What follows belongs to an exercise in optimizing a design on an open flow for small area, a short achievable clock period and few clock cycles per item; a production flow would make more cautious choices.
Only simulation tests tie the RTL to the original design; equivalence was not proved.
Power and IR drop assume default switching activity.

==> design.v <==
`default_nettype none
package mipsExecPkg;
	localparam int wordWidth = 32;
	localparam int regIdxWidth = 5;
	localparam int numRegs = 32;
	typedef logic [wordWidth-1:0] word_t;
	typedef logic [regIdxWidth-1:0] regIdx_t;
	localparam logic [5:0] opcodeSpecial = 6'b000000;
	localparam logic [5:0] opcodeAddiu = 6'b001001;
	localparam logic [5:0] opcodeOri = 6'b001101;
	localparam logic [5:0] opcodeLui = 6'b001111;
	localparam logic [5:0] functAdd = 6'b100000;
	localparam logic [5:0] functAddu = 6'b100001;
	localparam logic [5:0] functSub = 6'b100010;
	localparam logic [5:0] functSubu = 6'b100011;
	localparam logic [5:0] functAnd = 6'b100100;
	localparam logic [5:0] functOr = 6'b100101;
	localparam logic [5:0] functXor = 6'b100110;
	localparam logic [5:0] functNor = 6'b100111;
	localparam logic [5:0] functSlt = 6'b101010;
	localparam logic [5:0] functSltu = 6'b101011;
	localparam logic [5:0] functSll = 6'b000000;
	localparam logic [5:0] functSrl = 6'b000010;
	localparam logic [5:0] functSra = 6'b000011;
	localparam logic [5:0] functSllv = 6'b000100;
	localparam logic [5:0] functSrlv = 6'b000110;
	localparam logic [5:0] functSrav = 6'b000111;
endpackage
`default_nettype wire
`timescale 1ns/1ps
`default_nettype none
module regFileReadAoi (
	input logic a0,
	input logic b0,
	input logic a1,
	input logic b1,
	input logic a2,
	input logic b2,
	output logic y
);
	assign y = !((a0 && b0) || (a1 && b1) || (a2 && b2));
endmodule
`default_nettype wire
`timescale 1ns/1ps
`default_nettype none
module mipsExecTop (
	input logic clk,
	input logic arstN,
	input logic instrReq,
	input mipsExecPkg::word_t instrIn,
	output logic instrAck,
	output mipsExecPkg::word_t resultOut,
	output logic resultOverflow,
	output logic resultIllegal
);
	localparam int numRegs = mipsExecPkg::numRegs;
	localparam int splitLevel = 2;
	logic busy;
	logic wrCycle;
	always_ff @(posedge clk or negedge arstN)
	begin
		if (!arstN)
		begin
			busy <= 1'b0;
		end
		else
		begin
			busy <= instrReq;
		end
	end
	assign instrAck = busy && instrReq;
	assign wrCycle = busy && !instrReq;
	mipsExecPkg::word_t regs [1:numRegs-1];
	logic [numRegs-1:1] valid;
	logic wrEn;
	mipsExecPkg::regIdx_t wrIdx;
	mipsExecPkg::word_t wrData;
	genvar r;
	generate
		for (r = 1; r < numRegs; r++)
		begin : gReg
			always_ff @(posedge clk)
			begin
				if (wrEn && wrIdx == r)
				begin
					regs[r] <= wrData;
				end
			end
			always_ff @(posedge clk or negedge arstN)
			begin
				if (!arstN)
				begin
					valid[r] <= 1'b0;
				end
				else if (wrEn && wrIdx == r)
				begin
					valid[r] <= 1'b1;
				end
			end
		end
	endgenerate
	mipsExecPkg::regIdx_t rdIdxA;
	mipsExecPkg::regIdx_t rdIdxB;
	logic [numRegs-1:1] selA;
	logic [numRegs-1:1] selB;
	mipsExecPkg::word_t a;
	mipsExecPkg::word_t b;
	assign rdIdxA = instrIn[25:21];
	assign rdIdxB = instrIn[20:16];
	always_comb
	begin
		for (int i = 1; i < numRegs; i++)
		begin
			selA[i] = valid[i] && rdIdxA == i;
			selB[i] = valid[i] && rdIdxB == i;
		end
	end
	genvar bi;
	genvar k;
	generate
		for (bi = 0; bi < 32; bi++)
		begin : gRead
			logic [10:0] termA;
			logic [10:0] termB;
			for (k = 0; k < 10; k++)
			begin : gGrp
				regFileReadAoi aoiA (
					.a0 (selA[3*k+1]), .b0 (regs[3*k+1][bi]),
					.a1 (selA[3*k+2]), .b1 (regs[3*k+2][bi]),
					.a2 (selA[3*k+3]), .b2 (regs[3*k+3][bi]),
					.y (termA[k])
				);
				regFileReadAoi aoiB (
					.a0 (selB[3*k+1]), .b0 (regs[3*k+1][bi]),
					.a1 (selB[3*k+2]), .b1 (regs[3*k+2][bi]),
					.a2 (selB[3*k+3]), .b2 (regs[3*k+3][bi]),
					.y (termB[k])
				);
			end
			assign termA[10] = !(selA[31] && regs[31][bi]);
			assign termB[10] = !(selB[31] && regs[31][bi]);
			assign a[bi] = !(&termA);
			assign b[bi] = !(&termB);
		end
	endgenerate
	logic [5:0] opcode;
	logic [5:0] funct;
	logic [15:0] imm;
	logic isSpecial;
	logic fAdd, fAddu, fSub, fSubu, fAnd, fOr, fXor, fNor, fSlt, fSltu;
	logic fSll, fSrl, fSra, fSllv, fSrlv, fSrav;
	logic iAddiu, iOri, iLui;
	logic isAdd;
	logic isSub;
	logic isArith;
	logic isCmp;
	logic isShl;
	logic isShr;
	logic isLegal;
	mipsExecPkg::regIdx_t dDest;
	assign opcode = instrIn[31:26];
	assign funct = instrIn[5:0];
	assign imm = instrIn[15:0];
	assign isSpecial = opcode == mipsExecPkg::opcodeSpecial;
	assign fAdd = isSpecial && funct == mipsExecPkg::functAdd;
	assign fAddu = isSpecial && funct == mipsExecPkg::functAddu;
	assign fSub = isSpecial && funct == mipsExecPkg::functSub;
	assign fSubu = isSpecial && funct == mipsExecPkg::functSubu;
	assign fAnd = isSpecial && funct == mipsExecPkg::functAnd;
	assign fOr = isSpecial && funct == mipsExecPkg::functOr;
	assign fXor = isSpecial && funct == mipsExecPkg::functXor;
	assign fNor = isSpecial && funct == mipsExecPkg::functNor;
	assign fSlt = isSpecial && funct == mipsExecPkg::functSlt;
	assign fSltu = isSpecial && funct == mipsExecPkg::functSltu;
	assign fSll = isSpecial && funct == mipsExecPkg::functSll;
	assign fSrl = isSpecial && funct == mipsExecPkg::functSrl;
	assign fSra = isSpecial && funct == mipsExecPkg::functSra;
	assign fSllv = isSpecial && funct == mipsExecPkg::functSllv;
	assign fSrlv = isSpecial && funct == mipsExecPkg::functSrlv;
	assign fSrav = isSpecial && funct == mipsExecPkg::functSrav;
	assign iAddiu = opcode == mipsExecPkg::opcodeAddiu;
	assign iOri = opcode == mipsExecPkg::opcodeOri;
	assign iLui = opcode == mipsExecPkg::opcodeLui;
	assign isAdd = fAdd || fAddu || iAddiu;
	assign isSub = fSub || fSubu;
	assign isArith = isAdd || isSub;
	assign isCmp = fSlt || fSltu;
	assign isShl = fSll || fSllv;
	assign isShr = fSrl || fSra || fSrlv || fSrav;
	assign isLegal = isArith || isCmp || fAnd || fOr || fXor || fNor || isShl || isShr
		|| iOri || iLui;
	assign dDest = isSpecial ? instrIn[15:11] : instrIn[20:16];
	mipsExecPkg::word_t x;
	mipsExecPkg::word_t y;
	mipsExecPkg::word_t g;
	mipsExecPkg::word_t p;
	logic subIn;
	logic useImm;
	assign subIn = isSub || isCmp;
	assign useImm = iAddiu || iOri;
	assign x = {a[31] ^ fSlt, a[30:0]};
	assign y = useImm ? {{16{iAddiu && imm[15]}}, imm}
		: {b[31] ^ subIn ^ fSlt, b[30:0] ^ {31{subIn}}};
	assign g = x & y;
	assign p = x ^ y;
	logic [31:0] gl [0:splitLevel];
	logic [31:0] pl [0:splitLevel];
	always_comb
	begin
		gl[0] = g;
		pl[0] = p;
		gl[0][0] = g[0] | (p[0] & subIn);
		for (int l = 0; l < splitLevel; l++)
		begin
			for (int i = 0; i < 32; i++)
			begin
				if (i >= (1 << l))
				begin
					gl[l+1][i] = gl[l][i] | (pl[l][i] & gl[l][i - (1 << l)]);
					pl[l+1][i] = pl[l][i] & pl[l][i - (1 << l)];
				end
				else
				begin
					gl[l+1][i] = gl[l][i];
					pl[l+1][i] = pl[l][i];
				end
			end
		end
	end
	logic [4:0] sa;
	logic fill;
	mipsExecPkg::word_t other;
	assign sa = (fSllv || fSrlv || fSrav) ? a[4:0] : instrIn[10:6];
	assign fill = (fSra || fSrav) && b[31];
	always_comb
	begin
		for (int i = 0; i < 32; i++)
		begin
			other[i] = ((isArith || fXor) && p[i]) || (fAnd && g[i])
				|| ((fOr || iOri) && (g[i] || p[i])) || (fNor && !(g[i] || p[i]))
				|| (isShr && b[i]) || (isShl && b[31-i]);
		end
		other[31:16] = other[31:16] | ({16{iLui}} & imm);
	end
	mipsExecPkg::word_t gen;
	mipsExecPkg::word_t prop;
	mipsExecPkg::word_t sumBits;
	logic cin;
	logic cmpSel;
	logic ovfA;
	logic ovfB;
	logic illegal;
	logic wrOk;
	mipsExecPkg::regIdx_t dest;
	logic [3:0] shAmt;
	logic shFill;
	logic sumSel;
	logic shRightLo;
	logic shRightHi;
	logic shLeftLo;
	logic shLeftHi;
	always_ff @(posedge clk)
	begin
		gen <= (isArith || isCmp) ? gl[splitLevel] : '0;
		prop <= pl[splitLevel];
		sumBits <= other;
		cin <= isSub;
		cmpSel <= isCmp;
		ovfA <= (fAdd || fSub) && !p[31] && !g[31];
		ovfB <= (fAdd || fSub) && !p[31] && g[31];
		illegal <= !isLegal;
		wrOk <= isLegal && dDest != '0;
		dest <= dDest;
		shAmt <= sa[3:0];
		shFill <= fill;
		sumSel <= !(isShr || isShl || isCmp);
		shRightLo <= isShr && !sa[4];
		shRightHi <= isShr && sa[4];
		shLeftLo <= isShl && !sa[4];
		shLeftHi <= isShl && sa[4];
	end
	logic [31:0] gh [splitLevel:5];
	logic [31:0] ph [splitLevel:5];
	logic [31:0] c;
	logic cout;
	mipsExecPkg::word_t result;
	logic overflow;
	always_comb
	begin
		gh[splitLevel] = gen;
		ph[splitLevel] = prop;
		for (int l = splitLevel; l < 5; l++)
		begin
			for (int i = 0; i < 32; i++)
			begin
				if (i >= (1 << l))
				begin
					gh[l+1][i] = gh[l][i] | (ph[l][i] & gh[l][i - (1 << l)]);
					ph[l+1][i] = ph[l][i] & ph[l][i - (1 << l)];
				end
				else
				begin
					gh[l+1][i] = gh[l][i];
					ph[l+1][i] = ph[l][i];
				end
			end
		end
	end
	assign c = {gh[5][30:0], cin};
	assign cout = gh[5][31];
	mipsExecPkg::word_t sum;
	logic [47:0] shMid;
	assign sum = sumBits ^ c;
	assign shMid = $signed({{16{shFill}}, sumBits}) >>> shAmt;
	always_comb
	begin
		for (int i = 0; i < 32; i++)
		begin
			result[i] = (sumSel && sum[i])
				|| (shRightLo && shMid[i]) || (shRightHi && shMid[i+16])
				|| (shLeftLo && shMid[31-i]) || (shLeftHi && shMid[47-i]);
		end
		result[0] = result[0] || (cmpSel && !cout);
	end
	assign overflow = (ovfA && c[31]) || (ovfB && !c[31]);
	mipsExecPkg::word_t wbData;
	logic wbOk;
	always_ff @(posedge clk)
	begin
		wbData <= result;
		wbOk <= wrOk && !overflow;
	end
	assign wrEn = wrCycle && wbOk;
	assign wrIdx = dest;
	assign wrData = wbData;
	assign resultOut = result;
	assign resultOverflow = overflow;
	assign resultIllegal = illegal;
endmodule
`default_nettype wire
==> flow/run.sh <==
#!/bin/bash
set -euo pipefail
export BUFFER_PORTS_ARGS="-buffer_cell sky130_fd_sc_hd__buf_4"
bash standard.sh > standard.log 2>&1
==> standard.sh <==
#!/bin/bash
# synth_recipe.tcl (not shown) runs the flow's synth.tcl, then flattens the netlist and writes it again
# the make line also repeats each setting of config.mk as NAME=value (left out here)
make -C /OpenROAD-flow-scripts/flow DESIGN_CONFIG=/design/flow/config.mk WORK_HOME=/design/flow/orfs CLKGATE_MAP_FILE= SYNTH_SCRIPT=/design/flow/synth_recipe.tcl "${@:-finish}"
==> config.mk <==
export PLATFORM = sky130hd
export DESIGN_NAME = mipsExecTop
export DESIGN_NICKNAME = mipsExecTop
export VERILOG_FILES = /design/flow/design.v
export SDC_FILE = /design/flow/constraint.sdc
export NUM_CORES = 4
export LEC_CHECK = 0
export CAP_MARGIN = 20
export CORE_MARGIN = 2
export CORE_UTILIZATION = 35
export CTS_CLUSTER_DIAMETER = 70
export CTS_CLUSTER_SIZE = 24
export PLACE_DENSITY = 0.5
export SETUP_SLACK_MARGIN = 4.4
export SLEW_MARGIN = 20
export SYNTH_HIERARCHICAL = 1
export SYNTH_MINIMUM_KEEP_SIZE = 0
export TNS_END_PERCENT = 20
==> constraint.sdc <==
create_clock -name core_clock -period 9.0 [get_ports {clk}]
set_input_delay 1.8000 -clock core_clock [delete_from_list [all_inputs] [get_ports {clk}]]
set_output_delay 1.8000 -clock core_clock [all_outputs]
set_load 0.01 [all_outputs]
==> results of run 1 <==
==> metal layers <==
| metal | vias to the layer above | global-route usage [%] | wire (µm) | share of wire, % |
|---|---|---|---|---|
| li1 | 15800 | - | - | - |
| met1 | 20300 | 40.0 | 85400 | 37 |
| met2 | 3205 | 43.6 | 97900 | 43 |
| met3 | 535 | 8.63 | 30100 | 13 |
| met4 | 8 | 16.6 | 14400 | 6.3 |
| met5 | - | 0 | 58 | 0.025 |
==> power by group <==
part,switching (mW),leakage [nW],internal [mW]
registers,0.0151,13.1,5.80
logic,0.156,8.39,0.0942
clock network,2.23,1.40,1.92
total,2.40,22.9,7.81
==> modules after synthesis, one instance, submodules excluded <==
module          cell area (µm²)  copies in the design
mipsExecTop               43600                     1
regFileReadAoi             10.0                   640
==> cell type report <==
type                       instances  area, µm²
fill                           12700      81400
multi-input combinational       2024      17500
timing repair buffer             357       3660
inverter                          76        297
clock inverter                    63        827
timing repair inverter             1       7.51
tap                             1890       2360
sequential                      1170      33500
antenna                            9       22.5
clock buffer                      89       2090
==> cells by family (layout without fill, tap and decap cells) <==
| group | after synthesis | count (layout) |
|---|---|---|
| adder cells (fa/ha/maj) | 64 | 64 |
| AO/OA/AOI/OAI | 1015 | 1015 |
| buffers and inverters | 166 | 586 |
| other | 0 | 9 |
| XOR/XNOR | 63 | 63 |
| AND/OR/NAND/NOR | 738 | 764 |
| multiplexers | 118 | 118 |
| flip-flops | 1170 | 1170 |
==> what timing repair did <==
item,CTS,global route
setup buffers,98,59
hold buffers,0,0
pin swaps,126,89
endpoints found under the setup margin,127,126
gates cloned,45,7
gates resized for setup,223,131
==> worst paths after layout <==
| check | start | endpoint | slack, ns | depth (start not counted) |
|---|---|---|---|---|
| hold reg to reg | wrOk | wbOk | 0.49 | 2 |
| hold / removal | wrOk | wbOk | 0.49 | 2 |
| min in group asynchronous | arstN | valid[15] | 1.02 | 1 |
| max in group asynchronous | arstN | valid[22] | 7.61 | 1 |
| setup reg to reg | valid[28] | gen[26] | 5.03 | 11 |
| setup / recovery | shAmt[0] | resultOut[28] | 4.13 | 8 |
==> cell usage in the layout (no fill, tap or decap), drive strengths merged, types with 20 or more instances in the layout <==
master | Yosys | layout
dfxtp | 146 | 146
clkbuf | 65 | 94
buf | 25 | 342
mux2i | 64 | 64
xnor2 | 45 | 45
a221oi | 21 | 21
a222oi | 659 | 659
clkinv | 0 | 25
and3 | 72 | 97
nand2 | 193 | 193
a2111o | 60 | 60
nor2 | 164 | 164
mux2 | 32 | 32
edfxtp | 992 | 992
nand3 | 45 | 45
nor2b | 19 | 20
a21oi | 81 | 81
mux4 | 22 | 22
o21ai | 40 | 40
inv | 76 | 103
a22oi | 41 | 41
nand4 | 144 | 144
ha | 64 | 64
dfrtp | 32 | 32
or2 | 45 | 45
==> worst min-delay path: cells and delay by family, from the launching register on <==
| family | cells | cell delay, ns |
|---|---|---|
| simple gates | 1 | 0.04 |
| buf+inv | 1 | 0.07 |
| flops | 1 | 0.31 |
==> flip-flops by register name, indices dropped and copies added (netlist names), 4 cells and up <==
register	cells
dest	5
sumBits	32
regs	992
gen	32
valid	31
shAmt	4
wbData	32
prop	28
==> through the flow <==
stage / worst slack (ns) / total power [mW]
3_3_place_gp: 2.99 / 6.10
6_report: 4.13 / 10.2
3_5_place_dp: 2.93 / 6.10
5_1_grt: 4.08 / 10.4
4_1_cts: 4.11 / 10.2
2_1_floorplan: 4.40 / 6.01
==> results.py, run 1 <==
metrics = {
    "floorplan": {
        "rows": 138,
        "io-pin-count": 70,
        "start_util_pct": 35.3,
        "die_w_um": 382,
        "fp.dieH_um": 382,
        "coreArea_um2": 142000,
        "die_area_um2": 146000,
    },
    "global_routing": {
        "grt_overflow": 0,
        "grt_first_pass_wirelength_um": 307000,
        "antenna_found_initial": 18,
        "grt_max_degree": 43,
        "grt_use_total_pct": 29.9,
        "grt_pass1_vias": 36700,
    },
    "logic_synthesis": {
        "synthCells": 3334,
        "synth_edf_count": 992,
        "synthArstFlopShare_pct": 2.74,
        "synth_top_area_share_pct": 59.6,
        "syn-mean-instance-area_um2": 15.0,
        "synth_area_leaders": "edfxtp_1 60%, a222oi_1 13%, dfxtp_1 5.8%",
        "synthFlopType": "edfxtp_1",
        "yosysUniqueCellTypes": 69,
        "ys_seq_elements": 1170,
        "netlist_area_um2": 50000,
        "synth_compound_gate_area_share_pct": 18.6,
        "synth-simple-area-share_pct": 7.38,
        "synthAdderAreaFrac_pct": 1.60,
        "synth.largest_area_cell": "edfxtp_1",
        "synth.most_common_cell": "edfxtp_1",
        "synth_common_cells": "992 x edfxtp_1, 659 x a222oi_1, 193 x nand2_1",
        "synthXorXnorAreaFrac_pct": 1.10,
        "seq_area_frac_synth_pct": 67.0,
        "synth_top_family_by_area": "compound AO/OA/AOI/OAI gates",
        "synth.mux.area_fraction_pct": 3.01,
        "synth_warnings": 17,
        "syn-num-nets": 3433,
    },
    "sta": {
        "finalMaxSlewViolations": 0,
        "min_period_ns": 4.87,
        "setup_viol": 0,
        "clock.fmax_mhz": 205,
        "holdWs_ns": 0.486,
        "skew_ns": 0.0362,
        "hold_viol_final": 0,
        "period_share_pct": 54.1,
        "finalSetupTns_ns": 0,
        "rsz0062_at_grt": "true",
        "worst_pin_slew_ns": 1.03,
        "slew_headroom_pct": 31.1,
    },
    "clocking": {
        "clkLatencyLatePin_ns": 0.73,
        "clock-sinks": 1170,
        "cts_tree": "yes",
        "clockRootBuffer": "clkbuf_16",
        "clk_pin_slew_ns": 0.08,
        "cts_made_buffers": 82,
        "cts.htree.levels": 3,
        "clockBufferDepth": 3,
    },
    "worst_setup_path": {
        "critical_path.max_stage_delay_ns": 0.50,
        "start_kind": "flop",
        "cpMaxStageDelayCell": "mux4_2",
        "critPathTopFamily": "compound AO/OA/AOI/OAI gates",
        "crit_buf_inv": 2,
        "cp-end-kind": "output pin",
        "crit_type": "reg -> out",
        "crit_chain": "buf_12, mux4_2, and2_1, a31oi_1, o21ai_1, a221o_1, a221o_2, buf_6",
        "worstPathArrival_ns": 3.07,
        "required_ns": 7.20,
        "crit_fanout": 6,
    },
    "flow_run": {
        "drv_cap": 0,
    },
    "place": {
        "gp_congestion": 0.922,
        "hpwl_um": 127000,
        "placed_area_um2": 53700,
        "dp_cells": 5309,
        "numPortBuffers": 69,
    },
    "routing": {
        "drt-total-wl_um": 228000,
        "drc": 0,
        "ant_nets": 0,
        "wl_per_cell_um": 40.1,
        "firstDrtPassIters": 13,
        "via_count": 39900,
        "drt_iter0_markers": 9758,
        "via_per_inst": 7.02,
    },
    "finish": {
        "areaGrowthSynthToFinish_pct": 20.7,
        "stdcell_area_um2": 60400,
        "nets": 3811,
        "finalNonFillerCells": 5679,
        "utilization_pct": 42.6,
        "drive_gt1_share_pct": 23.3,
    },
    "status": {
        "status": "no timing/DRC/antenna violations",
    },
    "pwr": {
        "power_density_nw_per_um2": 169,
        "leakagePower_nw": 22.9,
        "ir_drop_uv": 134,
    },
    "min_path": {
        "hold_class": "reg -> reg",
    },
}
Testbench counts, summed over its fixed seeds: cycles 19,032, items 6,344.
==> inputs of run 2 (changes only) <==
==> run.sh (new file) <==
#!/bin/bash
# synth_recipe.tcl (not shown) runs the flow's synth.tcl, then flattens the netlist and writes it again
# the make line also repeats each setting of config.mk as NAME=value (left out here)
make -C /OpenROAD-flow-scripts/flow DESIGN_CONFIG=/design/flow/config.mk WORK_HOME=/design/flow/orfs CLKGATE_MAP_FILE= SYNTH_SCRIPT=/design/flow/synth_recipe.tcl finish
removed: flow/run.sh
removed: standard.sh
==> run 2 against run 1 <==
Worst hold slack improved by 0.0091 ns. Cell area rose by 1.5%. Final cell count rose by 0.55%.
==> results.py, run 2 <==
metrics = {
    "status": {
        "status": "no timing/DRC/antenna violations",
    },
    "clocking": {
        "clock-sinks": 1170,
        "clkLatencyLatePin_ns": 0.71,
        "clockRootBuffer": "clkbuf_16",
        "cts.htree.levels": 3,
        "cts_made_buffers": 86,
        "clockBufferDepth": 3,
        "cts_tree": "yes",
        "clk_pin_slew_ns": 0.09,
    },
    "floorplan": {
        "coreArea_um2": 142000,
        "io-pin-count": 70,
        "die_w_um": 382,
        "die_area_um2": 146000,
        "start_util_pct": 35.3,
        "rows": 138,
        "fp.dieH_um": 382,
    },
    "sta": {
        "finalSetupTns_ns": 0,
        "min_period_ns": 4.97,
        "clock.fmax_mhz": 201,
        "hold_viol_final": 0,
        "setup_viol": 0,
        "rsz0062_at_grt": "true",
        "period_share_pct": 55.2,
        "slew_headroom_pct": 32.9,
        "finalMaxSlewViolations": 0,
        "skew_ns": 0.0330,
        "worst_pin_slew_ns": 1.01,
    },
    "flow_run": {
        "drv_cap": 0,
    },
    "finish": {
        "utilization_pct": 43.2,
        "largest_reg_flops": 992,
        "nets": 3837,
        "top_register": "regs",
        "final_cell_mix": "992 x edfxtp_1, 659 x a222oi_1, 226 x buf_4, 178 x nand2_1, 144 x nand4_1",
        "areaGrowthSynthToFinish_pct": 22.5,
        "stdcell_area_um2": 61300,
        "finalNonFillerCells": 5710,
        "final_common_cell": "edfxtp_1",
        "drive_gt1_share_pct": 24.4,
    },
    "global_routing": {
        "top_usage_layer": "met2",
        "grt_use_total_pct": 30.0,
        "antenna_found_initial": 14,
        "grt_overflow": 0,
        "met1_usage_pct": 39.6,
        "grt_first_pass_wirelength_um": 306000,
        "grt_pass1_vias": 36900,
        "grt_util_met2_pct": 44.5,
        "grt_use_met3_pct": 7.86,
        "grt_max_degree": 43,
    },
    "routing": {
        "firstDrtPassIters": 14,
        "via_count": 39900,
        "drt-total-wl_um": 229000,
        "ant_nets": 0,
        "via_per_inst": 7.00,
        "drt_iter0_markers": 9370,
        "drc": 0,
        "wl_per_cell_um": 40.1,
    },
    "logic_synthesis": {
        "synthCells": 3334,
        "synth-simple-area-share_pct": 7.38,
        "synthArstFlopShare_pct": 2.74,
        "synth.mux.area_fraction_pct": 3.01,
        "synth_compound_gate_area_share_pct": 18.6,
        "synth_edf_count": 992,
        "ys_seq_elements": 1170,
        "synthXorXnorAreaFrac_pct": 1.10,
        "synth_area_leaders": "edfxtp_1 60%, a222oi_1 13%, dfxtp_1 5.8%",
        "synth_top_family_by_area": "compound AO/OA/AOI/OAI gates",
        "yosysUniqueCellTypes": 69,
        "synthAdderAreaFrac_pct": 1.60,
        "syn-num-nets": 3433,
        "synthFlopType": "edfxtp_1",
        "synth.largest_area_cell": "edfxtp_1",
        "synth_top_area_share_pct": 59.6,
        "netlist_area_um2": 50000,
        "synth_common_cells": "992 x edfxtp_1, 659 x a222oi_1, 193 x nand2_1",
        "synth_warnings": 17,
        "syn-mean-instance-area_um2": 15.0,
        "synth.most_common_cell": "edfxtp_1",
        "seq_area_frac_synth_pct": 67.0,
    },
    "place": {
        "hpwl_um": 127000,
        "gp_congestion": 0.940,
        "numPortBuffers": 69,
        "placed_area_um2": 53900,
        "dp_cells": 5316,
    },
    "pwr": {
        "leakagePower_nw": 23.2,
        "p_switching_mw": 2.41,
        "switching_share_pct": 23.2,
        "total_power_mw": 10.4,
        "power_density_nw_per_um2": 169,
        "ir_drop_uv": 132,
        "p_comb_share_pct": 2.6,
        "power_frac_seq_pct": 56.1,
        "pwr-share-clk_pct": 41.3,
        "internal-power_mw": 7.96,
    },
    "worst_setup_path": {
        "cpMaxStageDelayCell": "a2111o_1",
        "critPathTopFamily": "compound AO/OA/AOI/OAI gates",
        "crit_fanout": 8,
        "crit_chain": "buf_12, and3_4, and3_4, buf_6, buf_12, buf_16, a222oi_1, nand4_1, a2111o_1, xnor2_1, nor2_1, nor2_1, ha_2, a21o_1, nand3_1, a21oi_1",
        "required_ns": 9.58,
        "worstPathArrival_ns": 5.55,
        "cp-end-kind": "flop",
        "start_kind": "primary input",
        "crit_type": "in -> reg",
        "crit_buf_inv": 4,
        "critical_path.max_stage_delay_ns": 0.63,
    },
    "min_path": {
        "hold_class": "reg -> reg",
    },
}
## run 2: cell count changes in the layout (fill, tap and decap cells not counted), sizes merged, moves of 2 or more
cell and delta:
buf -27, bufbuf +2, clkbuf +14, clkdlybuf4s15 +2, clkdlybuf4s50 +23, clkinv -9
dlygate4sd2 +15, dlymetal6s2s +2, inv +10
## run 2: routing by layer
layer	vias up	share of wire, %
met5	-	0.014
met4	6	6.8
met3	579	13
met2	3210	43
met1	20300	37
li1	15800	-
## run 2: timing repair
item / 4_1_cts / 5_1_grt
hold buffers: 0 / 0
gates resized for setup: 450 / 126
pin swaps: 190 / 72
endpoints found under the setup margin: 133 / 124
cloned: 44 / 6
setup buffers: 135 / 39
## run 2: modules after synthesis (local to each module, per instance)
| module | cell area, µm² | cells | flip-flops and latches |
|---|---|---|---|
| mipsExecTop | 43600 | 2694 | 1170 |
| regFileReadAoi | 10.0 | 1 | 0 |
## run 2: kinds of logic (layout without fill, tap and decap cells)
kind of cell	Yosys count	in the layout
DFF	1170	1170
AOI/OAI and AO/OA	1015	1015
muxes	118	118
adders and majority gates	64	64
xor gates and xnor gates	63	63
and+or+nand+nor	738	762
buffers and inverters	166	618
other	0	10
## run 2: through the flow
| stage | setup slack (ns) | hold WS [ns] |
|---|---|---|
| finish | 4.03 | 0.495 |
| global route | 4.02 | 0.508 |
| CTS | 4.06 | 0.489 |
| detailed placement | 2.49 | 0.466 |
| global placement | 2.59 | 0.461 |
| floorplan | 4.40 | 0.394 |
## run 2: final timing paths
path,start,endpoint,slack [ns],cells past startpoint
worst max-delay path,instrIn[19],gen[11],4.03,16
worst min-delay path,valid[4],valid[4],0.49,1
worst max register to register,valid[28],gen[11],4.86,14
worst min register to register,valid[4],valid[4],0.49,1
max in group asynchronous,arstN,valid[26],7.28,1
min in group asynchronous,arstN,valid[9],1.18,1
## run 2: layout make-up
cell class / count / area, µm²
Fill cell: 12600 / 80500
Multi-Input combinational cell: 2022 / 17800
Clock buffer: 95 / 2280
Antenna cell: 10 / 25.0
Clock inverter: 65 / 796
Sequential cell: 1170 / 33500
Inverter: 76 / 297
Tap cell: 1890 / 2360
Timing Repair Buffer: 382 / 4140
## run 2: power by group through the flow
stage	Combinational (mW)	Clock, mW	Sequential, mW
floorplan	0.0809	0	5.93
global placement	0.171	0	5.93
detailed placement	0.171	0	5.93
CTS	0.251	4.32	5.81
global route	0.277	4.51	5.81
finish	0.272	4.28	5.81

## what the ideal ports hide
Ports are ideal in the flow. The routed layouts listed here were re-timed in OpenROAD. Step 1: set_driving_cell puts a clkbuf_16 on clk and a buf_2 on each other input, an assumption about the parent block. Step 2 moves the port delays by t, midway between the first and last clock arrival at a register: inputs arrive t later, outputs are due t later. That takes back most of the time a late clock gives input paths. Slacks: ideal ports / drivers / drivers and shift; pairs: ideal ports / drivers.
run | t (ns) | setup slack, ns | worst setup path at the end | cell pins on the clock port's net
run 1 | 0.784 | 4.130 / 4.058 / 3.396 | input to register | 1
run 2 | 0.758 | 4.032 / 4.000 / 3.296 | input to register | 1
After both steps every run listed still meets setup and hold. For run 2, which loses most, drivers alone change the setup slack by -0.032 ns; drivers and shift together by -0.736 ns.
